Background: an optimization exercise with open tools, aiming at small area, a short achievable clock period and few clock cycles per item. Do not read the settings as production practice.
At most, simulation tests tie the RTL to the original design; equivalence was not proved.
For run 2, only the layout was checked, not whether the RTL still works.
No activity file was given, so power comes from the tool's default toggle rates.

==> flow/design.v <==
`default_nettype none
module pvq_issue #(
    parameter int unsigned MAX_WORDS_LOG2 = 10
) (
    input  wire logic         i_clk,
    input  wire logic         i_rst_n,
    input  wire logic         i_two_bpp,
    input  wire logic         i_valid,
    input  wire logic [275:0] i_in_word,
    output logic              o_stall,
    input  wire logic         i_adv,
    input  wire logic         i_s3_valid,
    input  wire logic         i_out_valid,
    output logic              o_issue,
    output logic [127:0]      o_cols,
    output logic [19:0]       o_pos,
    output logic [7:0]        o_codes,
    output logic [3:0]        o_sel4,
    output logic              o_punch,
    output logic              o_first,
    output logic              o_row0,
    output logic              o_last,
    output logic [9:0]        o_quad_x,
    output logic [9:0]        o_quad_y
);
    function automatic logic [3:0] f_rep(input logic [1:0] code);
        logic [3:0] res;
        case (code)
            2'd0:    res = 4'd0;
            2'd1:    res = 4'd3;
            2'd2:    res = 4'd5;
            default: res = 4'd8;
        endcase
        f_rep = res;
    endfunction
    function automatic logic [3:0] f_punch(input logic [1:0] code);
        logic [3:0] res;
        case (code)
            2'd0:    res = 4'd0;
            2'd1:    res = 4'd4;
            2'd2:    res = 4'd14;
            default: res = 4'd8;
        endcase
        f_punch = res;
    endfunction
    function automatic logic [1:0] f_code2(input logic [127:0] mods,
                                           input logic [127:0] cols,
                                           input logic [2:0] r,
                                           input logic [3:0] c);
        logic [1:0]  w;
        logic [31:0] b;
        logic [31:0] t;
        logic [3:0]  k;
        logic [4:0]  bi;
        logic [1:0]  res;
        w  = {r[2], c[3]};
        b  = mods[{w, 5'd0} +: 32];
        t  = b;
        k  = {r[1:0], c[2:1]};
        bi = {r[1:0], c[2:0]};
        if (cols[{w, 5'd0}]) begin
            t[20] = b[0] ? b[21] : b[20];
            t[0]  = b[1];
            if (r[0] == c[0]) begin
                res = t[{k, 1'b0} +: 2];
            end else begin
                res = 2'd0;
            end
        end else begin
            res = b[bi] ? 2'd3 : 2'd0;
        end
        f_code2 = res;
    endfunction
    localparam logic [127:0] MOD_USED = 128'h001f1f3f00f0fcf91f3f0f01fcf8f001;
    localparam int NPOS = 7;
    logic            r_busy, n_busy, r_stall, n_out_valid;
    logic [4:0]      n_pos0;
    logic [4:0]      r_pos [NPOS];
    logic [2:0]      r_xe, xa, xb;
    logic [1:0]      r_y, ya, yb, x4, y4;
    logic [275:0]    r_quad;
    logic            two, last_pix, issue, accept;
    logic [127:0]    mods, cols;
    logic [1:0]      q_c [32];
    logic [1:0]      q_u [16];
    logic [1:0]      q_d [16];
    logic [1:0]      q_l [16];
    logic [1:0]      q_r [16];
    logic [1:0]      c_c, c_u, c_d, c_l, c_r;
    logic [7:0]      c4s;
    logic [1:0]      md [4];
    logic [1:0]      mode2;
    logic [3:0]      m4;
    logic [1:0]      q4 [16];
    logic [1:0]      code4;
    logic [3:0]      pv4;
    assign two      = i_two_bpp;
    assign last_pix = (r_y == 2'd3) & (r_xe[2:1] == 2'd3) & (r_xe[0] | ~two);
    assign issue    = r_busy & i_adv;
    assign o_stall  = r_stall;
    assign accept   = i_valid & ~o_stall;
    assign o_issue  = issue;
    always_comb begin
        n_busy = r_busy;
        if (accept) begin
            n_busy = 1'b1;
        end else if (issue && last_pix) begin
            n_busy = 1'b0;
        end
    end
    assign {r_y, r_xe} = r_pos[0];
    assign xa = r_pos[1][2:0];
    assign ya = r_pos[1][4:3];
    assign xb = r_pos[2][2:0];
    assign yb = r_pos[2][4:3];
    assign x4 = r_pos[2][2:1];
    assign y4 = r_pos[2][4:3];
    assign mods = {r_quad[83:52],  r_quad[147:116], r_quad[211:180], r_quad[275:244]}
                & MOD_USED;
    assign cols = {r_quad[51:20],  r_quad[115:84],  r_quad[179:148], r_quad[243:212]};
    always_comb begin
        for (int p = 0; p < 32; p++) begin
            q_c[p] = f_code2(mods, cols, 3'(p / 8 + 2), 4'(p % 8 + 4));
        end
        for (int n = 0; n < 16; n++) begin
            q_u[n] = f_code2(mods, cols, 3'(n / 4 + 1), 4'((n % 4) * 2 + 1 - (n / 4) % 2 + 4));
            q_d[n] = f_code2(mods, cols, 3'(n / 4 + 3), 4'((n % 4) * 2 + 1 - (n / 4) % 2 + 4));
            q_l[n] = f_code2(mods, cols, 3'(n / 4 + 2), 4'((n % 4) * 2 + 1 - (n / 4) % 2 + 3));
            q_r[n] = f_code2(mods, cols, 3'(n / 4 + 2), 4'((n % 4) * 2 + 1 - (n / 4) % 2 + 5));
        end
        for (int w = 0; w < 4; w++) begin
            md[w] = cols[32 * w] ? (mods[32 * w] ? (mods[32 * w + 20] ? 2'd3 : 2'd2) : 2'd1)
                                 : 2'd0;
        end
        mode2 = md[{ya[1], xa[2]}];
        c_c   = q_c[{ya, xa}];
        c_u   = q_u[{ya, xa[2:1]}];
        c_d   = q_d[{ya, xa[2:1]}];
        c_l   = q_l[{yb, xb[2:1]}];
        c_r   = q_r[{yb, xb[2:1]}];
        if (mode2 == 2'd0 || xa[0] == ya[0]) begin
            c4s = {c_c, c_c, c_c, c_c};
        end else if (mode2 == 2'd1) begin
            c4s = {c_u, c_d, c_l, c_r};
        end else if (mode2 == 2'd2) begin
            c4s = {c_l, c_r, c_l, c_r};
        end else begin
            c4s = {c_u, c_d, c_u, c_d};
        end
    end
    always_comb begin
        for (int p = 0; p < 16; p++) begin
            q4[p] = mods[((p / 8) * 2 + (p % 4) / 2) * 32 + ((p / 4 + 2) % 4) * 8
                         + ((p % 4 + 2) % 4) * 2 +: 2];
        end
        code4 = q4[{y4, x4}];
        pv4   = cols[{y4[1], x4[1], 5'd0}] ? f_punch(code4) : f_rep(code4);
    end
    always_comb begin
        o_cols = cols;
        o_pos  = {r_pos[6], r_pos[5], r_pos[4], r_pos[3]};
        if (pv4 > 4'd10) begin
            m4      = pv4 - 4'd10;
            o_punch = ~two;
        end else begin
            m4      = pv4;
            o_punch = 1'b0;
        end
        o_codes  = c4s;
        o_sel4   = {m4[3], m4[3] | m4[2], m4[3] | m4[1], m4[3] | m4[0]};
        o_first  = (r_xe == 3'd0) & (r_y == 2'd0);
        o_row0   = (r_xe == 3'd0);
        o_last   = last_pix;
        o_quad_x = r_quad[19:10];
        o_quad_y = r_quad[9:0];
    end
    assign n_pos0      = accept ? 5'd0 : (issue ? r_pos[0] + (two ? 5'd1 : 5'd2) : r_pos[0]);
    assign n_out_valid = i_adv ? i_s3_valid : i_out_valid;
    always_ff @(posedge i_clk) begin
        if (!i_rst_n) begin
            r_busy  <= 1'b0;
            r_stall <= 1'b0;
        end else begin
            r_busy  <= n_busy;
            r_stall <= n_busy & ~((n_pos0[4:1] == 4'hf) & (n_pos0[0] | ~two) & ~n_out_valid);
        end
    end
    always_ff @(posedge i_clk) begin
        for (int k = 0; k < NPOS; k++) begin
            if (!i_rst_n || accept) begin
                r_pos[k] <= 5'd0;
            end else if (issue) begin
                r_pos[k] <= r_pos[k] + (two ? 5'd1 : 5'd2);
            end
        end
    end
    always_ff @(posedge i_clk) begin
        if (accept) begin
            r_quad <= i_in_word;
        end
    end
endmodule
`default_nettype wire
`default_nettype none
module pvq_upscale (
    input  wire logic         i_clk,
    input  wire logic         i_rst_n,
    input  wire logic         i_two_bpp,
    input  wire logic         i_adv,
    input  wire logic         i_issue,
    input  wire logic [127:0] i_cols,
    input  wire logic [19:0]  i_pos,
    input  wire logic [7:0]   i_codes,
    input  wire logic [3:0]   i_sel4,
    input  wire logic         i_punch,
    input  wire logic         i_first,
    input  wire logic         i_row0,
    input  wire logic         i_last,
    output logic              o_s2_valid,
    output logic [38:0]       o_s2_va,
    output logic [38:0]       o_s2_vb,
    output logic [3:0]        o_s2_sel,
    output logic              o_s2_punch,
    output logic              o_s2_first,
    output logic              o_s2_row0,
    output logic              o_s2_last
);
    function automatic logic [19:0] f_col_a(input logic [31:0] c);
        logic [19:0] res;
        if (c[15]) begin
            res[4:0]   = c[14:10];
            res[9:5]   = c[9:5];
            res[14:10] = {c[4:1], c[4]};
            res[19:15] = 5'd15;
        end else begin
            res[4:0]   = {c[11:8], c[11]};
            res[9:5]   = {c[7:4], c[7]};
            res[14:10] = {c[3:1], c[3:2]};
            res[19:15] = {1'b0, c[14:12], 1'b0};
        end
        f_col_a = res;
    endfunction
    function automatic logic [19:0] f_col_b(input logic [31:0] c);
        logic [19:0] res;
        if (c[31]) begin
            res[4:0]   = c[30:26];
            res[9:5]   = c[25:21];
            res[14:10] = c[20:16];
            res[19:15] = 5'd15;
        end else begin
            res[4:0]   = {c[27:24], c[27]};
            res[9:5]   = {c[23:20], c[23]};
            res[14:10] = {c[19:16], c[19]};
            res[19:15] = {1'b0, c[30:28], 1'b0};
        end
        f_col_b = res;
    endfunction
    localparam logic [1023:0] SEL2_TAB = 1024'hf776776576656554776576556554554376656554654454436554554354434332776576556554554376556554554354336554554354434332554354334332332176656554654454436554554354434332654454434432432254434332432232216554554354434332554354334332332154434332432232214332332132212110;
    function automatic logic [6:0] f_down(input logic [4:0] c0, input logic [4:0] c2,
                                          input logic [1:0] y);
        f_down = {1'b0, (y[1] ? c2 : c0), 1'b0} + {2'b0, (y[0] ? c2 : c0)} + {2'b0, c0};
    endfunction
    function automatic logic [9:0] f_across(input logic [6:0] l, input logic [6:0] r,
                                            input logic [2:0] x);
        f_across = {1'b0, (x[2] ? r : l), 2'b0} + {2'b0, (x[1] ? r : l), 1'b0}
                 + {3'b0, (x[0] ? r : l)} + {3'b0, l};
    endfunction
    logic [79:0] dca, dcb;
    logic [6:0]  n_la [4];
    logic [6:0]  n_ra [4];
    logic [6:0]  n_lb [4];
    logic [6:0]  n_rb [4];
    logic [38:0] n_va, n_vb;
    logic [9:0]  t_a, t_b;
    logic        r_s1_valid, r_s2_valid;
    logic [6:0]  s1_la [4];
    logic [6:0]  s1_ra [4];
    logic [6:0]  s1_lb [4];
    logic [6:0]  s1_rb [4];
    logic [2:0]  s1_x [4];
    logic [7:0]  s1_codes;
    logic [3:0]  s1_sel4;
    logic        s1_punch, s1_first, s1_row0, s1_last;
    always_comb begin
        for (int w = 0; w < 4; w++) begin
            dca[20*w +: 20] = f_col_a(i_cols[32*w +: 32]);
            dcb[20*w +: 20] = f_col_b(i_cols[32*w +: 32]);
        end
        for (int ch = 0; ch < 4; ch++) begin
            n_la[ch] = f_down(dca[5*ch +: 5], dca[40 + 5*ch +: 5], i_pos[5*ch + 3 +: 2]);
            n_ra[ch] = f_down(dca[20 + 5*ch +: 5], dca[60 + 5*ch +: 5], i_pos[5*ch + 3 +: 2]);
            n_lb[ch] = f_down(dcb[5*ch +: 5], dcb[40 + 5*ch +: 5], i_pos[5*ch + 3 +: 2]);
            n_rb[ch] = f_down(dcb[20 + 5*ch +: 5], dcb[60 + 5*ch +: 5], i_pos[5*ch + 3 +: 2]);
        end
    end
    always_ff @(posedge i_clk) begin
        if (i_adv) begin
            for (int ch = 0; ch < 4; ch++) begin
                if (ch < 3) begin
                    s1_la[ch] <= n_la[ch];
                    s1_ra[ch] <= n_ra[ch];
                    s1_lb[ch] <= n_lb[ch];
                    s1_rb[ch] <= n_rb[ch];
                end else begin
                    s1_la[ch] <= {1'b0, n_la[ch][5:0]};
                    s1_ra[ch] <= {1'b0, n_ra[ch][5:0]};
                    s1_lb[ch] <= {1'b0, n_lb[ch][5:0]};
                    s1_rb[ch] <= {1'b0, n_rb[ch][5:0]};
                end
                s1_x[ch] <= i_pos[5*ch +: 3];
            end
            s1_codes <= i_codes;
            s1_sel4  <= i_sel4;
            s1_punch <= i_punch;
            s1_first <= i_first;
            s1_row0  <= i_row0;
            s1_last  <= i_last;
        end
    end
    always_comb begin
        for (int ch = 0; ch < 4; ch++) begin
            t_a = f_across(s1_la[ch], s1_ra[ch], s1_x[ch]);
            t_b = f_across(s1_lb[ch], s1_rb[ch], s1_x[ch]);
            if (ch < 3) begin
                n_va[10*ch +: 10] = t_a;
                n_vb[10*ch +: 10] = t_b;
            end else begin
                n_va[38:30] = t_a[8:0];
                n_vb[38:30] = t_b[8:0];
            end
        end
    end
    always_ff @(posedge i_clk) begin
        if (i_adv) begin
            o_s2_va    <= n_va;
            o_s2_vb    <= n_vb;
            o_s2_sel   <= i_two_bpp ? SEL2_TAB[{s1_codes, 2'b00} +: 4] : s1_sel4;
            o_s2_punch <= s1_punch;
            o_s2_first <= s1_first;
            o_s2_row0  <= s1_row0;
            o_s2_last  <= s1_last;
        end
    end
    always_ff @(posedge i_clk) begin
        if (!i_rst_n) begin
            r_s1_valid <= 1'b0;
            r_s2_valid <= 1'b0;
        end else if (i_adv) begin
            r_s1_valid <= i_issue;
            r_s2_valid <= r_s1_valid;
        end
    end
    assign o_s2_valid = r_s2_valid;
endmodule
`default_nettype wire
`default_nettype none
module pvq_blend #(
    parameter int unsigned MAX_WORDS_LOG2 = 10
) (
    input  wire logic        i_clk,
    input  wire logic        i_rst_n,
    input  wire logic        i_two_bpp,
    input  wire logic        i_flip,
    input  wire logic [3:0]  i_across_log2,
    input  wire logic [3:0]  i_down_log2,
    input  wire logic        i_adv,
    input  wire logic        i_s2_valid,
    input  wire logic [38:0] i_va,
    input  wire logic [38:0] i_vb,
    input  wire logic [3:0]  i_sel,
    input  wire logic        i_punch,
    input  wire logic        i_first,
    input  wire logic        i_row0,
    input  wire logic        i_last,
    input  wire logic [9:0]  i_quad_x,
    input  wire logic [9:0]  i_quad_y,
    output logic             o_s3_valid,
    output logic             o_valid,
    output logic [57:0]      o_out_word
);
    function automatic logic [7:0] f_scale(input logic [9:0] v, input logic alpha);
        logic [9:0] res;
        res = alpha ? ((v >> 5) + (v >> 1)) : ((v >> 7) + (v >> 2));
        f_scale = res[7:0];
    endfunction
    logic        r_s3_valid, r_valid, load;
    logic [31:0] n_a, n_b;
    logic [3:0]  n_sel;
    logic [57:0] n_out;
    logic [31:0] v;
    logic [3:0]  la, ld;
    logic [4:0]  sh_x, sh_y;
    logic [12:0] mask_x, px_prev, px;
    logic [11:0] mask_y, py_prev, py, base_y;
    logic [10:0] s3_s [4];
    logic [10:0] s3_c [4];
    logic        s3_punch, s3_first, s3_row0, s3_last;
    logic [10:0] n_s [4];
    logic [10:0] n_c [4];
    always_comb begin
        for (int ch = 0; ch < 4; ch++) begin
            if (ch < 3) begin
                n_a[8*ch +: 8] = f_scale(i_va[10*ch +: 10], 1'b0);
                n_b[8*ch +: 8] = f_scale(i_vb[10*ch +: 10], 1'b0);
            end else begin
                n_a[8*ch +: 8] = f_scale({1'b0, i_va[38:30]}, 1'b1);
                n_b[8*ch +: 8] = f_scale({1'b0, i_vb[38:30]}, 1'b1);
            end
        end
        n_sel = i_sel;
        for (int ch = 0; ch < 4; ch++) begin
            logic [10:0] o0, o1, o2, o3, t0, t1;
            o0 = {3'b0, (n_sel[3] ? n_b[8*ch +: 8] : n_a[8*ch +: 8])};
            o1 = {3'b0, (n_sel[0] ? n_b[8*ch +: 8] : n_a[8*ch +: 8])};
            o2 = {2'b0, (n_sel[1] ? n_b[8*ch +: 8] : n_a[8*ch +: 8]), 1'b0};
            o3 = {1'b0, (n_sel[2] ? n_b[8*ch +: 8] : n_a[8*ch +: 8]), 2'b0};
            t0 = o0 ^ o1 ^ o2;
            t1 = {(o0[9:0] & o1[9:0]) | (o0[9:0] & o2[9:0]) | (o1[9:0] & o2[9:0]), 1'b0};
            n_s[ch] = t0 ^ t1 ^ o3;
            n_c[ch] = {(t0[9:0] & t1[9:0]) | (t0[9:0] & o3[9:0]) | (t1[9:0] & o3[9:0]), 1'b0};
        end
    end
    always_ff @(posedge i_clk) begin
        if (i_adv) begin
            for (int ch = 0; ch < 4; ch++) begin
                s3_s[ch] <= n_s[ch];
                s3_c[ch] <= n_c[ch];
            end
            s3_punch <= i_punch;
            s3_first <= i_first;
            s3_row0  <= i_row0;
            s3_last  <= i_last;
        end
    end
    always_comb begin
        logic [10:0] s;
        for (int ch = 0; ch < 4; ch++) begin
            s = s3_s[ch] + s3_c[ch];
            v[8*ch +: 8] = s[10:3];
        end
    end
    always_comb begin
        la      = (i_across_log2 > 4'(MAX_WORDS_LOG2)) ? 4'(MAX_WORDS_LOG2) : i_across_log2;
        ld      = (i_down_log2 > 4'(MAX_WORDS_LOG2)) ? 4'(MAX_WORDS_LOG2) : i_down_log2;
        sh_x    = {1'b0, la} + (i_two_bpp ? 5'd3 : 5'd2);
        sh_y    = {1'b0, ld} + 5'd2;
        mask_x  = ~(13'h1fff << sh_x);
        mask_y  = ~(12'hfff << sh_y);
        px_prev = o_out_word[25:13];
        py_prev = o_out_word[12:1];
        base_y  = {i_quad_y, 2'b10} & mask_y;
        if (s3_first) begin
            px = (i_two_bpp ? {i_quad_x, 3'b100} : {1'b0, i_quad_x, 2'b10}) & mask_x;
            py = i_flip ? (mask_y - base_y) : base_y;
        end else if (s3_row0) begin
            px = (px_prev - (i_two_bpp ? 13'd7 : 13'd3)) & mask_x;
            py = (i_flip ? (py_prev - 12'd1) : (py_prev + 12'd1)) & mask_y;
        end else begin
            px = (px_prev + 13'd1) & mask_x;
            py = py_prev;
        end
        n_out[57:50] = v[7:0];
        n_out[49:42] = v[15:8];
        n_out[41:34] = v[23:16];
        n_out[33:26] = s3_punch ? 8'd0 : v[31:24];
        n_out[25:13] = px;
        n_out[12:1]  = py;
        n_out[0]     = s3_last;
    end
    assign load = i_adv & r_s3_valid;
    always_ff @(posedge i_clk) begin
        if (!i_rst_n) begin
            r_s3_valid <= 1'b0;
            r_valid    <= 1'b0;
        end else if (i_adv) begin
            r_s3_valid <= i_s2_valid;
            r_valid    <= r_s3_valid;
        end
    end
    always_ff @(posedge i_clk) begin
        if (load) begin
            o_out_word <= n_out;
        end
    end
    assign o_valid    = r_valid;
    assign o_s3_valid = r_s3_valid;
endmodule
`default_nettype wire
`default_nettype none
module pvrtc_quad_decoder_unit #(
    parameter int unsigned MAX_WORDS_LOG2 = 10
) (
    input  wire logic         i_clk,
    input  wire logic         i_rst_n,
    input  wire logic         i_valid,
    input  wire logic [275:0] i_in_word,
    output logic              o_stall,
    output logic              o_valid,
    output logic [57:0]       o_out_word,
    input  wire logic         i_stall,
    input  wire logic         i_cfg_valid,
    output logic              o_cfg_ready,
    input  wire logic [1:0]   i_cfg_index,
    input  wire logic [3:0]   i_cfg_data
);
    logic         r_two_bpp, r_flip;
    logic [3:0]   r_across_log2, r_down_log2;
    logic         adv, issue;
    logic [127:0] cols;
    logic [19:0]  pos;
    logic [7:0]   codes;
    logic [3:0]   sel4, s2_sel;
    logic         punch, first, row0, last;
    logic [9:0]   quad_x, quad_y;
    logic         s2_valid, s2_punch, s2_first, s2_row0, s2_last, s3_valid;
    logic [38:0]  s2_va, s2_vb;
    assign o_cfg_ready = 1'b1;
    always_ff @(posedge i_clk) begin
        if (!i_rst_n) begin
            r_two_bpp     <= 1'b0;
            r_flip        <= 1'b0;
            r_across_log2 <= 4'd0;
            r_down_log2   <= 4'd0;
        end else if (i_cfg_valid && o_cfg_ready) begin
            case (i_cfg_index)
                2'd0:    r_two_bpp     <= i_cfg_data[0];
                2'd1:    r_flip        <= i_cfg_data[0];
                2'd2:    r_across_log2 <= i_cfg_data;
                default: r_down_log2   <= i_cfg_data;
            endcase
        end
    end
    assign adv = ~o_valid | ~i_stall;
    pvq_issue #(
        .MAX_WORDS_LOG2(MAX_WORDS_LOG2)
    ) u_issue (
        .i_clk        (i_clk),
        .i_rst_n      (i_rst_n),
        .i_two_bpp    (r_two_bpp),
        .i_valid      (i_valid),
        .i_in_word    (i_in_word),
        .o_stall      (o_stall),
        .i_adv        (adv),
        .i_s3_valid   (s3_valid),
        .i_out_valid  (o_valid),
        .o_issue      (issue),
        .o_cols       (cols),
        .o_pos        (pos),
        .o_codes      (codes),
        .o_sel4       (sel4),
        .o_punch      (punch),
        .o_first      (first),
        .o_row0       (row0),
        .o_last       (last),
        .o_quad_x     (quad_x),
        .o_quad_y     (quad_y)
    );
    pvq_upscale u_upscale (
        .i_clk      (i_clk),
        .i_rst_n    (i_rst_n),
        .i_two_bpp  (r_two_bpp),
        .i_adv      (adv),
        .i_issue    (issue),
        .i_cols     (cols),
        .i_pos      (pos),
        .i_codes    (codes),
        .i_sel4     (sel4),
        .i_punch    (punch),
        .i_first    (first),
        .i_row0     (row0),
        .i_last     (last),
        .o_s2_valid (s2_valid),
        .o_s2_va    (s2_va),
        .o_s2_vb    (s2_vb),
        .o_s2_sel   (s2_sel),
        .o_s2_punch (s2_punch),
        .o_s2_first (s2_first),
        .o_s2_row0  (s2_row0),
        .o_s2_last  (s2_last)
    );
    pvq_blend #(
        .MAX_WORDS_LOG2(MAX_WORDS_LOG2)
    ) u_blend (
        .i_clk         (i_clk),
        .i_rst_n       (i_rst_n),
        .i_two_bpp     (r_two_bpp),
        .i_flip        (r_flip),
        .i_across_log2 (r_across_log2),
        .i_down_log2   (r_down_log2),
        .i_adv         (adv),
        .i_s2_valid    (s2_valid),
        .i_va          (s2_va),
        .i_vb          (s2_vb),
        .i_sel         (s2_sel),
        .i_punch       (s2_punch),
        .i_first       (s2_first),
        .i_row0        (s2_row0),
        .i_last        (s2_last),
        .i_quad_x      (quad_x),
        .i_quad_y      (quad_y),
        .o_s3_valid    (s3_valid),
        .o_valid       (o_valid),
        .o_out_word    (o_out_word)
    );
endmodule
`default_nettype wire
==> flow/flow/run.sh <==
#!/bin/bash
# The standard layout (standard.sh) with two changes to how it is made:
# plain buf_2 cells as the port buffers (buffer_ports otherwise picks delay
# cells), and a setup margin for the resizer's timing repair so that it works
# the register-to-register paths below the 10 ns clock.
set -euo pipefail
echo 'export BUFFER_PORTS_ARGS = -buffer_cell sky130_fd_sc_hd__buf_2' >> config.mk
echo 'export SETUP_SLACK_MARGIN = 6.5' >> config.mk
bash standard.sh > standard.log 2>&1
==> flow/standard.sh <==
#!/bin/bash
# synth_recipe.tcl (not shown) runs the flow's synth.tcl, then flattens the netlist and writes it again
# the make line also repeats each setting of config.mk as NAME=value (left out here)
make -C /OpenROAD-flow-scripts/flow DESIGN_CONFIG=/design/flow/config.mk WORK_HOME=/design/flow/orfs CLKGATE_MAP_FILE= SYNTH_SCRIPT=/design/flow/synth_recipe.tcl "${@:-finish}"
==> flow/config.mk <==
export PLATFORM = sky130hd
export DESIGN_NAME = pvrtc_quad_decoder_unit
export DESIGN_NICKNAME = pvrtc_quad_decoder_unit
export VERILOG_FILES = /design/flow/design.v
export SDC_FILE = /design/flow/constraint.sdc
export NUM_CORES = 4
export LEC_CHECK = 0
export CAP_MARGIN = 20
export CORE_MARGIN = 2
export CORE_UTILIZATION = 40
export SLEW_MARGIN = 20
export BUFFER_PORTS_ARGS = -buffer_cell sky130_fd_sc_hd__buf_2
export SETUP_SLACK_MARGIN = 6.5
==> flow/constraint.sdc <==
create_clock -name core_clock -period 10.0 [get_ports {i_clk}]
set_input_delay 2.0000 -clock core_clock [delete_from_list [all_inputs] [get_ports {i_clk}]]
set_output_delay 2.0000 -clock core_clock [all_outputs]
set_load 0.01 [all_outputs]
==> results of run 1 <==
## kinds of logic after synthesis
| logic type | after synthesis |
|---|---|
| AND/OR/NAND/NOR | 800 |
| AO/OA/AOI/OAI | 768 |
| flip-flops | 593 |
| adder cells (fa/ha/maj) | 520 |
| multiplexers | 396 |
| buffers and inverters | 373 |
| XOR/XNOR | 207 |
| other | 1 |
## final cells by class
cell class | instances | area, um^2
Sequential cell | 593 | 17300
Clock inverter | 33 | 385
Multi-Input combinational cell | 2692 | 23100
Antenna cell | 2 | 5.00
Clock buffer | 90 | 1810
Inverter | 212 | 800
Tap cell | 1380 | 1730
Fill cell | 9506 | 55900
Timing Repair Buffer | 375 | 2300
## layer usage
layer	GRT usage	vias up	part of all wire	wire length [um]
met2	0.250	663	0.41	39100
met3	0.0296	156	0.055	5170
met4	0.0549	0	0.028	2660
li1	-	13741	-	-
met1	0.264	13041	0.51	47900
met5	0	-	0	0
## registers in the layout, summed over array words and instances, names as in the netlist, 12 cells and up
register            cells
u_upscale.o_s2_va      32
u_upscale.o_s2_vb      32
u_blend.s3_s           32
u_issue.r_quad        208
u_upscale.s1_lb        27
u_blend.o_out_word     58
u_upscale.s1_la        27
u_upscale.s1_x         12
u_upscale.s1_rb        27
u_upscale.s1_ra        27
u_issue.r_pos          35
u_blend.s3_c           32
## worst register-to-register path: stages (launching register included)
cell and delay [ns]:
edfxtp_1 0.38, buf_6 0.16, buf_4 0.14, mux2i_1 0.13
fa_1 0.54, inv_1 0.05, fa_1 0.54, ha_2 0.18
inv_1 0.05, fa_2 0.34, inv_1 0.06, a21oi_1 0.05
o21bai_1 0.21, a21o_1 0.15, a21oi_1 0.07, xnor2_1 0.12
## final timing paths
kind	startpoint	end	slack (ns)	depth (start not counted)
worst max register to register	u_upscale.s1_x[0][0]	u_upscale.o_s2_va[8]	6.56	15
worst min register to register	u_upscale.s1_first	u_upscale.o_s2_first	0.41	0
worst max-delay path	u_upscale.s1_x[0][0]	u_upscale.o_s2_va[8]	6.56	15
worst min-delay path	u_upscale.s1_first	u_upscale.o_s2_first	0.41	0
## stage by stage
stage	std cells	hold slack, ns	setup WS [ns]	util	total power, mW
floorplan	3658	0.400	4.44	-	11.4
global placement	5187	0.404	5.42	0.430	13.3
detailed placement	5187	0.405	5.39	0.430	13.4
CTS	5355	0.416	6.51	0.455	16.0
global route	5377	0.423	6.40	0.459	17.8
finish	5377	0.413	6.56	0.459	16.1
## power breakdown
group	internal, mW	switching, mW
sequential	4.15	0.456
combinational	4.28	4.73
clock	1.44	1.03
## synthesized netlist by cell type (5+ instances only)
cell type / count
xor2_1: 65
and3_1: 9
dfxtp_1: 51
fa_1: 244
edfxtp_1: 542
nor2_1: 291
a211oi_1: 23
o211ai_1: 14
clkbuf_1: 107
mux2i_1: 185
o221ai_1: 10
a21o_1: 68
and2_1: 9
nand3_1: 45
nor2b_1: 73
buf_2: 23
o21bai_1: 23
o21ai_0: 111
nor3b_1: 11
mux4_2: 10
inv_1: 208
a211o_1: 11
nand2_1: 216
o311ai_0: 5
o21a_1: 9
a21boi_0: 16
o22ai_1: 14
xnor2_1: 141
a31oi_1: 19
ha_1: 276
a22oi_1: 6
a21oi_1: 375
a31o_2: 9
nand4_1: 10
mux2_2: 201
nor3_1: 30
or3_1: 13
a221oi_1: 10
buf_1: 22
or2_2: 15
buf_4: 7
nand2b_1: 51
nand3b_1: 10
## repair_timing
action | 4_1_cts | 5_1_grt
buffers inserted | 45 | 16
hold endpoints to repair | 0 | 0
pin swaps | 0 | 23
gates cloned | 0 | 1
setup endpoints to repair | 145 | 233
gates resized for setup | 5 | 43
hold buffers | 0 | 0
==> summary.txt, run 1 <==
total congestion overflow 0; Final Max Tran Viols 0; main combinational cell family by area after synthesis adder cells; Max Cap Viol 0; RSZ-0062 raised after global routing true; CTS tree yes; HP Class reg2reg; Syn Inst Count about 3.7k; Crit Path Class reg2reg; FMAX just under 300 MHz; crit path cell chain buf_6 > buf_4 > mux2i_1 > fa_1 > inv_1 > fa_1 > ha_2 > inv_1 > fa_2 > inv_1 > a21oi_1 > o21bai_1 > a21o_1 > a21oi_1 > xnor2_1; vias in the first global route 26.9k; io pins around 350; largest net degree at the start of global routing 159; clock skew 0.0297 ns; Slew headroom 0.368; via count between 20k and 30k; # DRC 0; DRT Pass-1 Iters 6; # setup viols final 0; Initial Utilization 0.403; total track usage 0.174; maximum fanout along the worst path 9; VDD IR-drop max about 0.27 mV; commonest non-fill, non-tap cell in the layout edfxtp_1; Required @ worst endpoint 10.36 ns; initial antenna violation count 3; DR WL/cell 17.6 um; Synth Area in Simple Gates 0.0893; most frequent CP cell inv_1; P&R area growth vs syn 13.8%; Startpoint Class register; synth top area cells edfxtp_1 39%, fa_1 12%, ha_1 8.3%, mux2_2 5.4%, a21oi_1 4.5%; first-pass GRT wire length between 100 and 150 mm; area of the mapped netlist roughly 42000 um^2; Synth Net Count 4465; post-synth top area share 0.391; clock insertion delay at the later pin of the skew report 0.63 ns; #FFs+latches synth 593; Synth Warn # 25; Detail Placement HPWL ~70 mm; Buffers on Ports 278; WP data arrival between 3 and 4 ns; crit path time final 3.44 ns; worst-margin pin slew 0.948 ns; CTS sink count 593; fraction of registers with async set/reset 0; Hold Fails Final Rpt 0; core area 103000 um^2; power per cell area 339 nW/um^2; CP peak stage delay 0.54 ns; mux contribution to synthesized area 0.104; Clock Tree Root clkbuf_16; layout cells sized above 1 0.193; post-synthesis sequential area ratio 0.415; cell area after placement 44400 um^2; post-DR vias/cell 5.13; design area roughly 47000 um^2; row count 118; H-tree Lvls 3; period utilization 0.344; leading area contributor after synthesis edfxtp_1; Routability Congestion about 0.92; Detailed Route Iter0 Violations 1730; Die W 327 um; drt total wl between 90 and 100 mm; xor/xnor share of the synthesized area 0.0440; Top FF cell, synth edfxtp_1; slowest cell on the critical path fa_1; number of distinct library cells after synthesis 82; Crit. End Element register; Clk pin slew, worst setup/hold paths 0.06 ns; mean post-synth cell area approximately 11 um^2; Buf+Inv Stages, Crit Path 5; CP delay by family, top adder cells; P_leak 19.2 nW; most frequent cells in the layout 542 x edfxtp_1, 357 x a21oi_1, 291 x nor2_1; DIE HEIGHT around 330 um; Clock Path Buffers 3; number of synthesized flops with an enable pin 542; Post-Synth Adder-Cell Area 0.200; die area 107000 um^2; status no timing/DRC/antenna violations; Inserted Clock Buffers 69; Final ANT Viol Nets 0; Synth Area in Compound Gates 0.112; setup TNS 0 ns; final net count approximately 4.8k
Testbench counts, summed over its fixed seeds: cycles 38,528, pixels 36,864.
==> inputs of run 2 (changes only) <==
--- a/flow/design.v
+++ b/flow/design.v
@@ -73,7 +73,7 @@
     endfunction
     localparam logic [127:0] MOD_USED = 128'h001f1f3f00f0fcf91f3f0f01fcf8f001;
     localparam int NPOS = 7;
-    logic            r_busy, n_busy, r_stall, n_out_valid;
+    logic            r_busy, n_busy, r_stall, r_take, n_out_valid;
     logic [4:0]      n_pos0;
     logic [4:0]      r_pos [NPOS];
     logic [2:0]      r_xe, xa, xb;
@@ -98,7 +98,7 @@
     assign last_pix = (r_y == 2'd3) & (r_xe[2:1] == 2'd3) & (r_xe[0] | ~two);
     assign issue    = r_busy & i_adv;
     assign o_stall  = r_stall;
-    assign accept   = i_valid & ~o_stall;
+    assign accept   = i_valid & r_take;
     assign o_issue  = issue;
     always_comb begin
         n_busy = r_busy;
@@ -180,9 +180,11 @@
         if (!i_rst_n) begin
             r_busy  <= 1'b0;
             r_stall <= 1'b0;
+            r_take  <= 1'b1;
         end else begin
             r_busy  <= n_busy;
             r_stall <= n_busy & ~((n_pos0[4:1] == 4'hf) & (n_pos0[0] | ~two) & ~n_out_valid);
+            r_take  <= ~n_busy | ((n_pos0[4:1] == 4'hf) & (n_pos0[0] | ~two) & ~n_out_valid);
         end
     end
     always_ff @(posedge i_clk) begin
@@ -376,6 +378,7 @@
     input  wire logic [9:0]  i_quad_y,
     output logic             o_s3_valid,
     output logic             o_valid,
+    output logic             o_empty,
     output logic [57:0]      o_out_word
 );
     function automatic logic [7:0] f_scale(input logic [9:0] v, input logic alpha);
@@ -383,7 +386,7 @@
         res = alpha ? ((v >> 5) + (v >> 1)) : ((v >> 7) + (v >> 2));
         f_scale = res[7:0];
     endfunction
-    logic        r_s3_valid, r_valid, load;
+    logic        r_s3_valid, r_valid, r_empty, load;
     logic [31:0] n_a, n_b;
     logic [3:0]  n_sel;
     logic [57:0] n_out;
@@ -392,11 +395,13 @@
     logic [4:0]  sh_x, sh_y;
     logic [12:0] mask_x, px_prev, px;
     logic [11:0] mask_y, py_prev, py, base_y;
-    logic [10:0] s3_s [4];
-    logic [10:0] s3_c [4];
+    logic [7:0]  s3_s [4];
+    logic [7:0]  s3_c [4];
+    logic [3:0]  s3_ci;
     logic        s3_punch, s3_first, s3_row0, s3_last;
     logic [10:0] n_s [4];
     logic [10:0] n_c [4];
+    logic [3:0]  n_ci;
     always_comb begin
         for (int ch = 0; ch < 4; ch++) begin
             if (ch < 3) begin
@@ -418,14 +423,16 @@
             t1 = {(o0[9:0] & o1[9:0]) | (o0[9:0] & o2[9:0]) | (o1[9:0] & o2[9:0]), 1'b0};
             n_s[ch] = t0 ^ t1 ^ o3;
             n_c[ch] = {(t0[9:0] & t1[9:0]) | (t0[9:0] & o3[9:0]) | (t1[9:0] & o3[9:0]), 1'b0};
+            n_ci[ch] = (4'(n_s[ch][2:0]) + 4'(n_c[ch][2:0])) >> 3;
         end
     end
     always_ff @(posedge i_clk) begin
         if (i_adv) begin
             for (int ch = 0; ch < 4; ch++) begin
-                s3_s[ch] <= n_s[ch];
-                s3_c[ch] <= n_c[ch];
+                s3_s[ch] <= n_s[ch][10:3];
+                s3_c[ch] <= n_c[ch][10:3];
             end
+            s3_ci    <= n_ci;
             s3_punch <= i_punch;
             s3_first <= i_first;
             s3_row0  <= i_row0;
@@ -433,10 +440,8 @@
         end
     end
     always_comb begin
-        logic [10:0] s;
         for (int ch = 0; ch < 4; ch++) begin
-            s = s3_s[ch] + s3_c[ch];
-            v[8*ch +: 8] = s[10:3];
+            v[8*ch +: 8] = s3_s[ch] + s3_c[ch] + 8'(s3_ci[ch]);
         end
     end
     always_comb begin
@@ -482,7 +487,15 @@
             o_out_word <= n_out;
         end
     end
+    always_ff @(posedge i_clk) begin
+        if (!i_rst_n) begin
+            r_empty <= 1'b1;
+        end else if (i_adv) begin
+            r_empty <= ~r_s3_valid;
+        end
+    end
     assign o_valid    = r_valid;
+    assign o_empty    = r_empty;
     assign o_s3_valid = r_s3_valid;
 endmodule
 `default_nettype wire
@@ -505,7 +518,7 @@
 );
     logic         r_two_bpp, r_flip;
     logic [3:0]   r_across_log2, r_down_log2;
-    logic         adv, issue;
+    logic         adv, issue, out_empty;
     logic [127:0] cols;
     logic [19:0]  pos;
     logic [7:0]   codes;
@@ -530,7 +543,7 @@
             endcase
         end
     end
-    assign adv = ~o_valid | ~i_stall;
+    assign adv = out_empty | ~i_stall;
     pvq_issue #(
         .MAX_WORDS_LOG2(MAX_WORDS_LOG2)
     ) u_issue (
@@ -542,7 +555,7 @@
         .o_stall      (o_stall),
         .i_adv        (adv),
         .i_s3_valid   (s3_valid),
-        .i_out_valid  (o_valid),
+        .i_out_valid  (~out_empty),
         .o_issue      (issue),
         .o_cols       (cols),
         .o_pos        (pos),
@@ -600,6 +613,7 @@
         .i_quad_y      (quad_y),
         .o_s3_valid    (s3_valid),
         .o_valid       (o_valid),
+        .o_empty       (out_empty),
         .o_out_word    (o_out_word)
     );
 endmodule
==> flow/flow/run.sh (replaced) <==
#!/bin/bash
# The standard layout (standard.sh) with three changes to how it is made:
# plain buf_1 cells as the port buffers (buffer_ports otherwise picks delay
# cells), clkbuf_8 for the clock tree, and a setup margin for the resizer's
# timing repair so that it works the register-to-register paths below the
# 10 ns clock.
set -euo pipefail
echo 'export BUFFER_PORTS_ARGS = -buffer_cell sky130_fd_sc_hd__buf_1' >> config.mk
echo 'export CTS_BUF_LIST = sky130_fd_sc_hd__clkbuf_8' >> config.mk
echo 'export SETUP_SLACK_MARGIN = 6.5' >> config.mk
bash standard.sh > standard.log 2>&1
--- a/flow/config.mk
+++ b/flow/config.mk
@@ -9,5 +9,6 @@
 export CORE_MARGIN = 2
 export CORE_UTILIZATION = 40
 export SLEW_MARGIN = 20
-export BUFFER_PORTS_ARGS = -buffer_cell sky130_fd_sc_hd__buf_2
+export BUFFER_PORTS_ARGS = -buffer_cell sky130_fd_sc_hd__buf_1
+export CTS_BUF_LIST = sky130_fd_sc_hd__clkbuf_8
 export SETUP_SLACK_MARGIN = 6.5
==> summary.txt, run 2 <==
status no timing/DRC/antenna violations; leading area contributor after synthesis edfxtp_1; Routability Congestion approximately 0.91; mean post-synth cell area 11.3 um^2; Inserted Clock Buffers 98; DRT Pass-1 Iters 8; maximum fanout along the worst path 4; total congestion overflow 0; DR WL/cell 17.9 um; CP peak stage delay 0.54 ns; slowest cell on the critical path fa_1; main combinational cell family by area after synthesis adder cells; hold path start u_upscale.o_s2_first; P&R area growth vs syn 13.6%; most frequent cells in the layout 538 x edfxtp_1, 343 x a21oi_1, 278 x buf_1; P_leak around 19 nW; Max Cap Viol 0; Syn Inst Count 3657; FF-to-FF setup slack 6.53 ns; Detailed Route Iter0 Violations 1838; crit path cell chain buf_4 > buf_4 > mux2i_1 > fa_1 > inv_1 > fa_1 > ha_2 > inv_1 > fa_2 > inv_1 > a21o_1 > a21oi_2 > o21bai_1 > a21oi_1 > xnor2_1; # DRC 0; total track usage 0.179; post-DR vias/cell 5.14; number of distinct library cells after synthesis 75; Final ANT Viol Nets 0; number of synthesized flops with an enable pin approximately 540; Synth Net Count 4464; Synth Area in Simple Gates 0.0897; Largest register FFs roughly 210; area of the mapped netlist 41500 um^2; Clk pin slew, worst setup/hold paths roughly 0.08 ns; Finished Layout Cells 5452; WP data arrival between 3 and 4 ns; Top FF cell, synth edfxtp_1; Top Registers u_issue.r_quad (208), u_blend.o_out_word (58), u_issue.r_pos (35); most frequent CP cell inv_1; vias in the first global route 27.4k; placed cells 5187; VDD IR-drop max 0.276 mV; via count 28.0k; post-synth top area share 0.389; io pins 348; WHS 0.419 ns; largest net degree at the start of global routing 161; DIE HEIGHT between 300 and 400 um; #FFs+latches synth between 500 and 600; setup TNS 0 ns; initial antenna violation count 7; commonest non-fill, non-tap cell in the layout edfxtp_1; Crit. End Element register; CTS tree yes; final net count 4790; Post-Synth Adder-Cell Area 0.202; Die W 326 um; CP delay by family, top adder cells; Initial Utilization 0.402; first-pass GRT wire length 151 mm; RSZ-0062 raised after global routing true; mux contribution to synthesized area 0.108; Post-synth top cells 538 x edfxtp_1, 362 x a21oi_1, 275 x nor2_1; Clock Tree Root clkbuf_8; drt total wl 97.5 mm; clock insertion delay at the later pin of the skew report slightly above 0.7 ns; Required @ worst endpoint between 10 and 15 ns; HP Class reg2reg; Clock Path Buffers 3; synth top area cells edfxtp_1 39%, fa_1 12%, ha_1 8.2%, mux2_2 5.2%, mux2i_1 4.8%; H-tree Lvls 3; Hold-fix buffers, CTS 0; count leader, synth edfxtp_1; power per cell area 348 nW/um^2; worst hold path stage count 0; worst-margin pin slew 1.07 ns; core area 103000 um^2; Biggest register u_issue.r_quad; CTS sink count 591; Crit Reg-Reg Endpoint u_upscale.o_s2_vb[18]; xor/xnor share of the synthesized area 0.0429; Slew headroom 0.284; die area around 110000 um^2; Synth Warn # 25; total power 16.4 mW; layout cells sized above 1 0.136; Hold Fails Final Rpt 0; Crit Path Class reg2reg; WHS Endpoint u_blend.s3_first; clock skew 0.0283 ns; Startpoint Class register; period utilization 0.347; Buffers on Ports 278; RR Startpoint u_upscale.s1_x[1][0]; Synth Area in Compound Gates 0.106; FMAX 288 MHz; crit path time final 3.47 ns; row count 118; R2R cell count 15; fraction of registers with async set/reset 0; # setup viols final 0; post-synthesis sequential area ratio 0.415; Detail Placement HPWL 71.2 mm; Final Max Tran Viols 0; Buf+Inv Stages, Crit Path 5
## run 2: cell types whose count changed after synthesis, moves of 8 or more
cell,previous run,this run
nor2_1,291,275
nand3_1,45,26
mux2i_1,185,200
a21oi_1,375,362
nand4_1,10,18
nand2_1,216,247
xnor2_1,141,131
inv_1,208,232
mux2_2,201,192
## run 2: metrics by stage
step / setup slack [ns] / utilization / cell area (um^2)
3_3_place_gp: 4.95 / 0.426 / 44000
5_1_grt: 6.39 / 0.457 / 47100
2_1_floorplan: 2.48 / - / 41600
6_report: 6.53 / 0.457 / 47100
3_5_place_dp: 4.92 / 0.426 / 44000
4_1_cts: 6.50 / 0.452 / 46600
## run 2: layout make-up
cell class	instances	area [um^2]
inverters	233	882
clock buffers	113	1560
diodes	6	15.0
well taps	1380	1730
clock inverters	70	688
fillers	9508	56100
repair inverters	2	10.0
multi-input cells	2674	23000
repair buffers	383	2020
flip-flops and latches	591	17200
## run 2: worst max-delay path by stage
stage | end | startpoint | slack (ns) | cells past startpoint
2_1_floorplan | u_blend.o_out_word[10] | i_stall | 2.48 | 4
3_3_place_gp | u_issue.r_stall | i_stall | 4.95 | 7
3_5_place_dp | u_issue.r_stall | i_stall | 4.92 | 7
4_1_cts | u_upscale.o_s2_va[18] | u_upscale.s1_x[1][0] | 6.50 | 13
5_1_grt | u_upscale.o_s2_va[9] | u_upscale.s1_x[0][0] | 6.39 | 11
6_report | u_upscale.o_s2_vb[18] | u_upscale.s1_x[1][0] | 6.53 | 15
## run 2: metal layers
metal / global-route usage / share of wire / vias up
met4: 0.0584 / 0.026 / 0
met2: 0.271 / 0.44 / 744
li1: - / - / 13781
met3: 0.0339 / 0.057 / 153
met1: 0.258 / 0.48 / 13363
met5: 0 / 0 / -
## run 2: cells by family after synthesis
kind of cell    Yosys count
mux                     407
buf+inv                 392
simple gates            809
fa+ha+maj               521
other cells               1
compound gates          733
flops                   591
xor+xnor                203
## run 2: report_power, final
group / switching, mW / total [mW] / leakage [nW] / internal [mW]
sequential: 0.483 / 4.57 / 5.87 / 4.08
combinational: 4.97 / 9.42 / 11.6 / 4.45
clock: 1.01 / 2.43 / 1.22 / 1.42
## run 2: timing repair
action | CTS | global route
resized for setup | 5 | 63
setup buffers | 42 | 29
gates cloned | 2 | 2
pin swaps | 0 | 39
setup endpoints to repair | 247 | 173
==> inputs of run 3 (changes only) <==
--- a/flow/design.v
+++ b/flow/design.v
@@ -174,7 +174,7 @@
         o_quad_x = r_quad[19:10];
         o_quad_y = r_quad[9:0];
     end
-    assign n_pos0      = accept ? 5'd0 : (issue ? r_pos[0] + (two ? 5'd1 : 5'd2) : r_pos[0]);
+    assign n_pos0      = r_take ? 5'd0 : (issue ? r_pos[0] + (two ? 5'd1 : 5'd2) : r_pos[0]);
     assign n_out_valid = i_adv ? i_s3_valid : i_out_valid;
     always_ff @(posedge i_clk) begin
         if (!i_rst_n) begin
@@ -189,7 +189,7 @@
     end
     always_ff @(posedge i_clk) begin
         for (int k = 0; k < NPOS; k++) begin
-            if (!i_rst_n || accept) begin
+            if (!i_rst_n || r_take) begin
                 r_pos[k] <= 5'd0;
             end else if (issue) begin
                 r_pos[k] <= r_pos[k] + (two ? 5'd1 : 5'd2);
@@ -197,7 +197,7 @@
         end
     end
     always_ff @(posedge i_clk) begin
-        if (accept) begin
+        if (r_take) begin
             r_quad <= i_in_word;
         end
     end
==> summary.txt, run 3 <==
status no timing/DRC/antenna violations; Top FF cell, synth edfxtp_1; Clock Tree Root clkbuf_8; Initial Utilization 0.402; number of synthesized flops with an enable pin 538; count leader, synth edfxtp_1; leading area contributor after synthesis edfxtp_1; first-pass GRT wire length 152 mm; HP Class reg2reg; area of the mapped netlist 41500 um^2; H-tree Lvls 3; io pins 348; Slew headroom 0.298; multi-input logic area 23000 um^2; commonest non-fill, non-tap cell in the layout edfxtp_1; total congestion overflow 0; DRT Pass-1 Iters 5; clock skew ~0.049 ns; Die W 326 um; drt total wl approximately 97 mm; core area 103000 um^2; Detail Placement HPWL 71.8 mm; synth top area cells edfxtp_1 39%, fa_1 12%, ha_1 8.2%, mux2_2 5.3%, mux2i_1 5.0%; post-DR vias/cell 5.12; Syn Inst Count 3632; worst-margin pin slew 1.05 ns; Synth Net Count 4439; die area 106000 um^2; Largest register FFs 208; crit path cell chain buf_12 > buf_12 > buf_4 > mux2_2 > fa_1 > fa_1 > ha_1 > a21o_1 > a21oi_2 > o21bai_1 > a21oi_2 > xnor2_2; total track usage 0.180; # setup viols final 0; initial antenna violation count 5; Final ANT Viol Nets 0; row count ~120; Biggest register u_issue.r_quad; number of distinct library cells after synthesis 76; Synth Warn # 25; # DRC 0; post-synthesis sequential area ratio 0.415; DIE HEIGHT 326 um; period utilization 0.354; CTS sink count 591; most frequent cells in the layout 538 x edfxtp_1, 327 x a21oi_1, 278 x buf_1; Hold Fails Final Rpt 0; Clock Path Buffers 3; Startpoint Class register; DR WL/cell between 15 and 20 um; FILL cells 9570; post-synth top area share 0.390; VDD IR-drop max 0.285 mV; Max Cap Viol 0; Clk pin slew, worst setup/hold paths 0.07 ns; setup TNS 0 ns; final net count about 4.8k; Final Max Tran Viols 0; Top Registers u_issue.r_quad (208), u_blend.o_out_word (58), u_issue.r_pos (35); Crit. End Element register; fraction of registers with async set/reset 0; Detailed Route Iter0 Violations 1713; Buffers on Ports 278; largest net degree at the start of global routing 154; Routability Congestion approximately 0.9; clock insertion delay at the later pin of the skew report between 0.7 and 0.8 ns; Register Area 17200 um^2; FMAX 282 MHz; CP peak stage delay a little over 0.5 ns; #FFs+latches synth 591; Crit Path Class reg2reg; maximum fanout along the worst path 6; slowest cell on the critical path fa_1; WHS between 0.4 and 0.5 ns; P&R area growth vs syn 13.0%; crit path time final 3.54 ns; power per cell area around 370 nW/um^2; WP data arrival roughly 4.0 ns; via count 27.8k; Inserted Clock Buffers 102; P_leak 18.6 nW; Required @ worst endpoint around 10 ns; RSZ-0062 raised after global routing true; CTS tree yes; layout cells sized above 1 0.137; Post-synth top cells 538 x edfxtp_1, 350 x a21oi_1, 278 x nor2_1; vias in the first global route 27.4k; mean post-synth cell area 11.4 um^2; utilization after layout 0.454
[run 3: layer usage]
metal	vias to the layer above	wire, um	track usage	part of all wire
met1	13232	46400	0.259	0.48
li1	13681	-	-	-
met4	0	2170	0.0544	0.022
met2	700	43600	0.281	0.45
met3	142	4730	0.0249	0.049
met5	-	0	0	0
[run 3: worst paths after layout]
path | start | to | slack, ns | depth (start not counted)
worst min-delay path | u_upscale.o_s2_first | u_blend.s3_first | 0.42 | 0
worst max-delay path | u_upscale.s1_x[1][0] | u_upscale.o_s2_va[18] | 6.46 | 12
worst max register to register | u_upscale.s1_x[1][0] | u_upscale.o_s2_va[18] | 6.46 | 12
worst min register to register | u_upscale.o_s2_first | u_blend.s3_first | 0.42 | 0
[run 3: cell families (layout without fill, tap and decap cells)]
family,after synthesis,in the layout,synth area share
AND/OR/NAND/NOR,770,770,0.0852
buffers and inverters,386,789,0.0362
AO/OA/AOI/OAI,743,743,0.109
flip-flops,591,591,0.415
other,1,7,0.0000904
adder cells (fa/ha/maj),520,520,0.202
XOR/XNOR,208,208,0.0439
multiplexers,413,413,0.109
[run 3: cell type report]
cell class / count / area share
well taps: 1380 / 0.0368
clock inverters: 72 / 0.0112
clock buffers: 112 / 0.0329
multi-input cells: 2655 / 0.491
inverters: 228 / 0.0188
repair buffers: 377 / 0.0413
diodes: 6 / 0.000320
flip-flops and latches: 591 / 0.367
[run 3: timing repair]
item	in CTS	in global routing
resized for setup	7	82
setup endpoints to repair	31	37
hold buffers	0	0
pin swaps	3	61
setup buffers	46	24
[run 3: power by group]
| group | switching, mW | internal [mW] | total, mW |
|---|---|---|---|
| clock network | 1.03 | 1.21 | 2.25 |
| logic | 5.50 | 4.80 | 10.3 |
| registers | 0.523 | 4.19 | 4.71 |
| total | 7.06 | 10.2 | 17.3 |
[run 3: worst max-delay path: cells and delay by family (launching register included)]
kind	cells	cell delay, ns
DFF	1	0.41
adders and majority gates	3	1.38
AOI/OAI and AO/OA	4	0.67
xor gates and xnor gates	1	0.12
buffers and inverters	3	0.41
muxes	1	0.28
[run 3: per-stage QoR]
step           std cells  power [mW]  area, um^2  setup slack (ns)
6_report            5421        17.3       46900              6.46
3_5_place_dp        5161        14.4       43900              5.87
4_1_cts             5391        16.9       46400              6.45
3_3_place_gp        5161        14.2       43900              5.89
2_1_floorplan       3632        12.0       41600              6.15
5_1_grt             5421        19.0       46900              6.36
Testbench counts of run 3, summed over its fixed seeds: cycles 38,528, pixels 36,864.
==> inputs of run 4 (changes only) <==
==> flow/flow/run.sh (replaced) <==
#!/bin/bash
# The standard layout (standard.sh) with three changes to how it is made:
# plain buf_1 cells as the port buffers (buffer_ports otherwise picks delay
# cells); a clock tree of clkbuf_16 in clusters of up to 25 sinks within
# 80 um; and a setup margin for the resizer's timing repair so that it works
# the register-to-register paths below the 10 ns clock.
set -euo pipefail
{
  echo 'export BUFFER_PORTS_ARGS = -buffer_cell sky130_fd_sc_hd__buf_1'
  echo 'export CTS_BUF_LIST = sky130_fd_sc_hd__clkbuf_16'
  echo 'export CTS_CLUSTER_SIZE = 25'
  echo 'export CTS_CLUSTER_DIAMETER = 80'
  echo 'export SETUP_SLACK_MARGIN = 6.5'
} >> config.mk
bash standard.sh > standard.log 2>&1
--- a/flow/config.mk
+++ b/flow/config.mk
@@ -10,5 +10,7 @@
 export CORE_UTILIZATION = 40
 export SLEW_MARGIN = 20
 export BUFFER_PORTS_ARGS = -buffer_cell sky130_fd_sc_hd__buf_1
-export CTS_BUF_LIST = sky130_fd_sc_hd__clkbuf_8
+export CTS_BUF_LIST = sky130_fd_sc_hd__clkbuf_16
+export CTS_CLUSTER_SIZE = 25
+export CTS_CLUSTER_DIAMETER = 80
 export SETUP_SLACK_MARGIN = 6.5
==> summary.txt, run 4 <==
status no timing/DRC/antenna violations; Hold Fails Final Rpt 0; Top FF cell, synth edfxtp_1; switching share of power 0.417; # DRC 0; Routability Congestion about 0.90; P&R area growth vs syn 11.3%; # setup viols final 0; row count ~120; fraction of registers with async set/reset 0; post-DR vias/cell 5.14; DIE HEIGHT around 330 um; Crit Path Class reg2reg; Max Cap Viol 0; DR WL/cell 18.1 um; Startpoint Class register; RSZ-0062 raised after global routing true; total congestion overflow 0; Register Area 17200 um^2; FMAX about 290 MHz; layout cells sized above 1 0.118; die area 106000 um^2; Required @ worst endpoint between 10 and 15 ns; Hold-fix buffers, CTS 0; #FFs+latches synth 591; P_leak 18.2 nW; io pins 348; first-pass GRT wire length 150 mm; Crit. End Element register; clock skew 0.0257 ns; core area approximately 100000 um^2; Synth Warn # 25; number of distinct library cells after synthesis 76; HP Class reg2reg; FILL cells roughly 9.6k; setup TNS 0 ns; maximum fanout along the worst path 8; commonest non-fill, non-tap cell in the layout edfxtp_1; Biggest register u_issue.r_quad; initial antenna violation count 3; FF-to-FF setup slack 6.52 ns; mean post-synth cell area 11.4 um^2; RR Startpoint u_upscale.s1_x[0][1]; WP data arrival 3.82 ns; most frequent cells in the layout 538 x edfxtp_1, 327 x a21oi_1, 278 x buf_1; area of the mapped netlist just over 40000 um^2; Die W 326 um; via count approximately 27k; synth top area cells edfxtp_1 39%, fa_1 12%, ha_1 8.2%, mux2_2 5.3%, mux2i_1 5.0%; vias in the first global route 26.7k; final net count 4696; Post-synth top cells 538 x edfxtp_1, 350 x a21oi_1, 278 x nor2_1; Crit Reg-Reg Endpoint u_upscale.o_s2_va[8]; Final Max Tran Viols 0; utilization after layout 0.447; CTS tree yes; Clock Tree Root clkbuf_16; post-synth top area share 0.390; R2R cell count 14; Detail Placement HPWL roughly 70 mm; count leader, synth edfxtp_1; sequential share of power 0.280; number of synthesized flops with an enable pin approximately 540; Syn Inst Count 3632; worst-margin pin slew 0.997 ns; CP Capture Point u_upscale.o_s2_va[8]; period utilization 0.348; post-synthesis sequential area ratio 0.415; Clk pin slew, worst setup/hold paths 0.10 ns; Top Registers u_issue.r_quad (208), u_blend.o_out_word (58), u_issue.r_pos (35); logic gate share of total power 0.614; design area 46200 um^2; Largest register FFs 208; power per cell area 364 nW/um^2; VDD IR-drop max 0.282 mV; CTS sink count 591; Setup WS pre-CTS about 5.9 ns; Critical Path Start u_upscale.s1_x[0][1]; Clk pwr share 0.107; DRT Pass-1 Iters 6; Clock Path Buffers 3; crit path time final 3.48 ns; Slew headroom 0.335; multi-input logic area 23000 um^2; H-tree Lvls 2; Buffers on Ports approximately 280; clock insertion delay at the later pin of the skew report 0.61 ns; Inserted Clock Buffers 40; total track usage 0.177; final setup margin 6.52 ns; cell area after placement 43900 um^2; Switching Power roughly 7 mW; leading area contributor after synthesis edfxtp_1; Int Power 9.79 mW; drt total wl 95.8 mm; largest net degree at the start of global routing 154; Initial Utilization 0.402; Final ANT Viol Nets 0; Synth Net Count approximately 4.4k; Detailed Route Iter0 Violations roughly 1.8k
-- run 4: cell counts after synthesis --
No cell type changed its count.
-- run 4: critical path, cell delays in order (launching register included) --
cell and delay, ns:
edfxtp_1 0.43, buf_12 0.17, buf_4 0.13, mux2_2 0.27, fa_1 0.43, fa_1 0.55
ha_2 0.19, inv_2 0.04, fa_2 0.36, inv_2 0.06, a21oi_2 0.04, o21bai_1 0.19
a21o_1 0.15, a21oi_2 0.05, xnor2_1 0.15
-- run 4: timing repair --
item | in CTS | in global routing
pin swaps | 2 | 57
endpoints found under the hold margin | 0 | 0
cloned | 0 | 2
endpoints found under the setup margin | 31 | 38
gates resized for setup | 6 | 81
setup buffers | 42 | 22
-- run 4: cell families (layout without fill, tap and decap cells) --
kind of cell / count (synthesis) / count (layout) / synth area share
AND/OR/NAND/NOR: 770 / 770 / 0.0852
AO/OA/AOI/OAI: 743 / 743 / 0.109
flip-flops: 591 / 591 / 0.415
adder cells (fa/ha/maj): 520 / 520 / 0.202
multiplexers: 413 / 413 / 0.109
buffers and inverters: 386 / 673 / 0.0362
XOR/XNOR: 208 / 208 / 0.0439
other: 1 / 4 / 0.0000904
-- run 4: how the worst min path moves through the flow --
| stage | slack (ns) | cells past startpoint | to | startpoint |
|---|---|---|---|---|
| 3_3_place_gp | 0.40 | 0 | u_upscale.o_s2_first | u_upscale.s1_first |
| 5_1_grt | 0.42 | 0 | u_blend.s3_first | u_upscale.o_s2_first |
| 6_report | 0.41 | 0 | u_blend.s3_first | u_upscale.o_s2_first |
| 3_5_place_dp | 0.41 | 0 | u_blend.s3_first | u_upscale.o_s2_first |
| 2_1_floorplan | 0.40 | 0 | u_blend.o_out_word[0] | u_blend.s3_last |
| 4_1_cts | 0.42 | 0 | u_blend.s3_last | u_upscale.o_s2_last |
-- run 4: stage by stage --
step / hold WS, ns / power [mW] / std cells
2_1_floorplan: 0.400 / 12.0 / 3632
3_3_place_gp: 0.400 / 14.2 / 5161
3_5_place_dp: 0.405 / 14.4 / 5161
4_1_cts: 0.419 / 16.4 / 5275
5_1_grt: 0.425 / 18.5 / 5302
6_report: 0.410 / 16.8 / 5302
-- run 4: layer usage --
layer | track usage | up-vias | routed length [um]
met5 | 0 | - | 0
met4 | 0.0386 | 0 | 1840
met3 | 0.0192 | 105 | 3990
met2 | 0.281 | 641 | 43600
met1 | 0.261 | 13030 | 46500
li1 | - | 13497 | -
-- run 4: final cells by class --
class,count,share of cell area
multi-input cells,2655,0.499
flip-flops and latches,591,0.373
repair buffers,373,0.0415
well taps,1380,0.0374
clock buffers,41,0.0222
inverters,228,0.0191
clock inverters,31,0.00767
diodes,3,0.000163
-- run 4: power by group through the flow --
| stage | Clock [mW] | Sequential [mW] | Combinational, mW |
|---|---|---|---|
| floorplan | 0 | 4.54 | 7.48 |
| global placement | 0 | 4.75 | 9.42 |
| detailed placement | 0 | 4.76 | 9.67 |
| CTS | 1.85 | 4.70 | 9.80 |
| global route | 1.93 | 4.78 | 11.8 |
| finish | 1.79 | 4.70 | 10.3 |
==> inputs of run 5 (changes only) <==
--- a/flow/design.v
+++ b/flow/design.v
@@ -72,7 +72,7 @@
         f_code2 = res;
     endfunction
     localparam logic [127:0] MOD_USED = 128'h001f1f3f00f0fcf91f3f0f01fcf8f001;
-    localparam int NPOS = 7;
+    localparam int NPOS = 3;
     logic            r_busy, n_busy, r_stall, r_take, n_out_valid;
     logic [4:0]      n_pos0;
     logic [4:0]      r_pos [NPOS];
@@ -109,12 +109,12 @@
         end
     end
     assign {r_y, r_xe} = r_pos[0];
-    assign xa = r_pos[1][2:0];
-    assign ya = r_pos[1][4:3];
-    assign xb = r_pos[2][2:0];
-    assign yb = r_pos[2][4:3];
-    assign x4 = r_pos[2][2:1];
-    assign y4 = r_pos[2][4:3];
+    assign xa = r_pos[0][2:0];
+    assign ya = r_pos[0][4:3];
+    assign xb = r_pos[0][2:0];
+    assign yb = r_pos[0][4:3];
+    assign x4 = r_pos[0][2:1];
+    assign y4 = r_pos[0][4:3];
     assign mods = {r_quad[83:52],  r_quad[147:116], r_quad[211:180], r_quad[275:244]}
                 & MOD_USED;
     assign cols = {r_quad[51:20],  r_quad[115:84],  r_quad[179:148], r_quad[243:212]};
@@ -158,7 +158,7 @@
     end
     always_comb begin
         o_cols = cols;
-        o_pos  = {r_pos[6], r_pos[5], r_pos[4], r_pos[3]};
+        o_pos  = {r_pos[2], r_pos[2], r_pos[1], r_pos[1]};
         if (pv4 > 4'd10) begin
             m4      = pv4 - 4'd10;
             o_punch = ~two;
==> summary.txt, run 5 <==
status no timing/DRC/antenna violations; DRT Pass-1 Iters 5; setup TNS 0 ns; Hold Fails Final Rpt 0; FF-to-FF setup slack around 6.5 ns; Clk pin slew, worst setup/hold paths 0.10 ns; final net count 4543; Largest register FFs roughly 210; # DRC 0; Initial Utilization 0.405; power per cell area 384 nW/um^2; DIE HEIGHT 320 um; total track usage 0.183; worst-margin pin slew roughly 1.0 ns; Clock Path Buffers 3; Crit. End Element register; total congestion overflow 0; maximum fanout along the worst path 7; FMAX 282 MHz; clock skew 0.0354 ns; final setup margin between 6 and 7 ns; most frequent cells in the layout 532 x edfxtp_1, 326 x a21oi_1, 278 x buf_1; Top Registers u_issue.r_quad (208), u_blend.o_out_word (58); WHS Endpoint u_upscale.o_s2_first; Detailed Route Iter0 Violations 1862; fraction of registers with async set/reset 0; routed length on met1 about 47 mm; number of synthesized flops with an enable pin 532; Die W about 320 um; core area 98700 um^2; hold path start u_upscale.s1_first; R2R cell count 12; period utilization 0.354; post-synth top area share 0.400; worst hold path stage count 0; vias in the first global route 25.8k; io pins 348; mean post-synth cell area 11.6 um^2; Max Cap Viol 0; initial antenna violation count 4; Post-synth top cells 532 x edfxtp_1, 347 x a21oi_1, 264 x ha_1; #FFs+latches synth approximately 570; Required @ worst endpoint between 10 and 15 ns; Detail Placement HPWL just under 70 mm; RSZ-0062 raised after global routing true; Clock Tree Root clkbuf_16; CP peak stage delay 0.50 ns; layout cells sized above 1 0.137; H-tree Lvls 2; Biggest register u_issue.r_quad; Hold-fix buffers, CTS 0; P_leak 17.9 nW; crit path time final 3.54 ns; Startpoint Class register; Synth Warn # 25; clock insertion delay at the later pin of the skew report 0.62 ns; # setup viols final 0; slowest cell on the critical path fa_1; VDD IR-drop max 0.336 mV; via count 26.4k; largest net degree at the start of global routing 126; routed length on met3 3.96 mm; Setup WS pre-CTS 5.21 ns; Buffers on Ports 278; routed wl met2 around 43 mm; CTS tree yes; Final ANT Viol Nets 0; Syn Inst Count about 3.5k; row count approximately 120; Final Max Tran Viols 0; HP Class reg2reg; crit path cell chain buf_6 > buf_4 > buf_4 > mux2_2 > fa_1 > fa_1 > ha_1 > a21oi_1 > o21bai_1 > a21o_1 > a21oi_1 > xnor2_1; die area 102000 um^2; Routability Congestion 0.883; synth top area cells edfxtp_1 40%, fa_1 12%, ha_1 8.3%, mux2_2 5.8%, mux2i_1 4.4%; drt total wl 95.7 mm; CTS sink count 565; count leader, synth edfxtp_1; Crit Path Class reg2reg; post-DR vias/cell 5.22; WP data arrival 3.92 ns; post-synthesis sequential area ratio 0.417; Synth Net Count 4253; commonest non-fill, non-tap cell in the layout edfxtp_1; RR Startpoint u_upscale.s1_x[2][2]; first-pass GRT wire length 148 mm; Slew headroom 0.313; P&R area growth vs syn 12.8%; DR WL/cell 18.9 um; Top FF cell, synth edfxtp_1; Inserted Clock Buffers 39; top layer in use met4; area of the mapped netlist 39900 um^2; Crit Reg-Reg Endpoint u_upscale.o_s2_vb[38]; leading area contributor after synthesis edfxtp_1; number of distinct library cells after synthesis 87
run 5: changes by cell type in the layout (fill, tap and decap cells not counted), sizes merged, moves of 8 or more:
cell / delta
nor2: -24
nand3b: -14
nand3: -8
ha: -8
nand2b: -12
nor3: +10
a22oi: +30
nand2: -26
buf: +16
a211oi: -11
dfxtp: -20
mux2i: -31
o21ai: -12
run 5: logic make-up after synthesis:
group,count (synthesis),share of synthesized area
compound gates,720,0.110
mux,382,0.103
xor+xnor,197,0.0432
other cells,1,0.0000939
buf+inv,376,0.0377
simple gates,709,0.0840
fa+ha+maj,508,0.205
flops,565,0.417
run 5: worst max-delay path by stage:
stage,end,cells after the start,startpoint,slack [ns]
5_1_grt,u_upscale.o_s2_va[18],14,u_upscale.s1_x[0][1],6.33
2_1_floorplan,u_blend.o_out_word[10],4,i_stall,2.58
3_3_place_gp,u_upscale.s1_la[0][0],5,i_stall,5.25
3_5_place_dp,u_upscale.s1_la[0][0],5,i_stall,5.21
6_report,u_upscale.o_s2_vb[38],12,u_upscale.s1_x[2][2],6.46
4_1_cts,u_upscale.o_s2_va[29],11,u_upscale.s1_x[2][1],6.38
run 5: what timing repair did:
| action | in CTS | in global routing |
|---|---|---|
| resized for setup | 59 | 66 |
| setup buffers | 17 | 58 |
| cloned | 6 | 4 |
| endpoints found under the setup margin | 119 | 48 |
| pin swaps | 34 | 35 |
run 5: final cells by class:
class	instances	area [um^2]
fillers	9164	53600
well taps	1287	1610
repair buffers	394	2280
clock inverters	29	402
inverters	230	867
repair inverters	1	5.00
multi-input cells	2517	22200
diodes	5	12.5
clock buffers	40	1000
flip-flops and latches	565	16600
run 5: metrics by stage:
stage | total power [mW] | cell area (um^2) | util | hold slack (ns) | instances
6_report | 17.3 | 45100 | 0.457 | 0.412 | 5068
5_1_grt | 19.1 | 45100 | 0.457 | 0.430 | 5067
4_1_cts | 16.7 | 44200 | 0.448 | 0.409 | 5000
3_5_place_dp | 14.3 | 42300 | 0.428 | 0.405 | 4908
3_3_place_gp | 14.1 | 42300 | 0.428 | 0.402 | 4908
2_1_floorplan | 11.9 | 40100 | - | 0.400 | 3458
run 5: critical path: cells and delay by family, from the launching register on:
family / cells / cell delay [ns]
AO/OA/AOI/OAI: 4 / 0.62
XOR/XNOR: 1 / 0.09
buffers and inverters: 3 / 0.43
adder cells (fa/ha/maj): 3 / 1.36
flip-flops: 1 / 0.44
multiplexers: 1 / 0.35
run 5: layer usage:
layer | global-route usage | vias up
met5 | 0 | -
met4 | 0.0419 | 0
met3 | 0.0198 | 102
met2 | 0.282 | 586
met1 | 0.275 | 12738
li1 | - | 13007
run 5: power by group:
part	switching (mW)	internal (mW)	total, mW
clock network	0.936	0.866	1.80
logic	5.72	5.20	10.9
registers	0.497	4.08	4.57
Testbench counts of run 5, summed over its fixed seeds: cycles 38,528, pixels 36,864.

==> port drivers added, routing unchanged <==
In the flow no input, the clock included, has a driving cell. The finished layouts below were timed again as built, in two steps. Step 1, drivers: a clkbuf_16 drives i_clk and a buf_2 each remaining input, both assumed. Step 2, shift: input delay + t, output delay - t, t = (earliest + latest rising clock arrival at the registers) / 2. This alone moves slack from input paths to output paths. a / b / c = ideal / step 1 / step 2; a / b = the first two.
run | shift t [ns] | setup slack, ns | clock arrival spread, ns | pins driven straight from the clock port
run 1 | 0.676 | 6.560 / 6.560 / 6.023 | 0.033 / 0.033 | 1
run 2 | 0.767 | 6.527 / 6.524 / 5.926 | 0.030 / 0.030 | 1
run 3 | 0.786 | 6.459 / 6.459 / 5.950 | 0.062 / 0.062 | 1
run 4 | 0.666 | 6.519 / 6.519 / 6.066 | 0.028 / 0.028 | 1
run 5 | 0.667 | 6.459 / 6.459 / 6.153 | 0.039 / 0.039 | 1
After both steps every run listed still meets setup and hold. For run 2, which loses most, drivers alone change the setup slack by -0.003 ns; drivers and shift together by -0.601 ns.
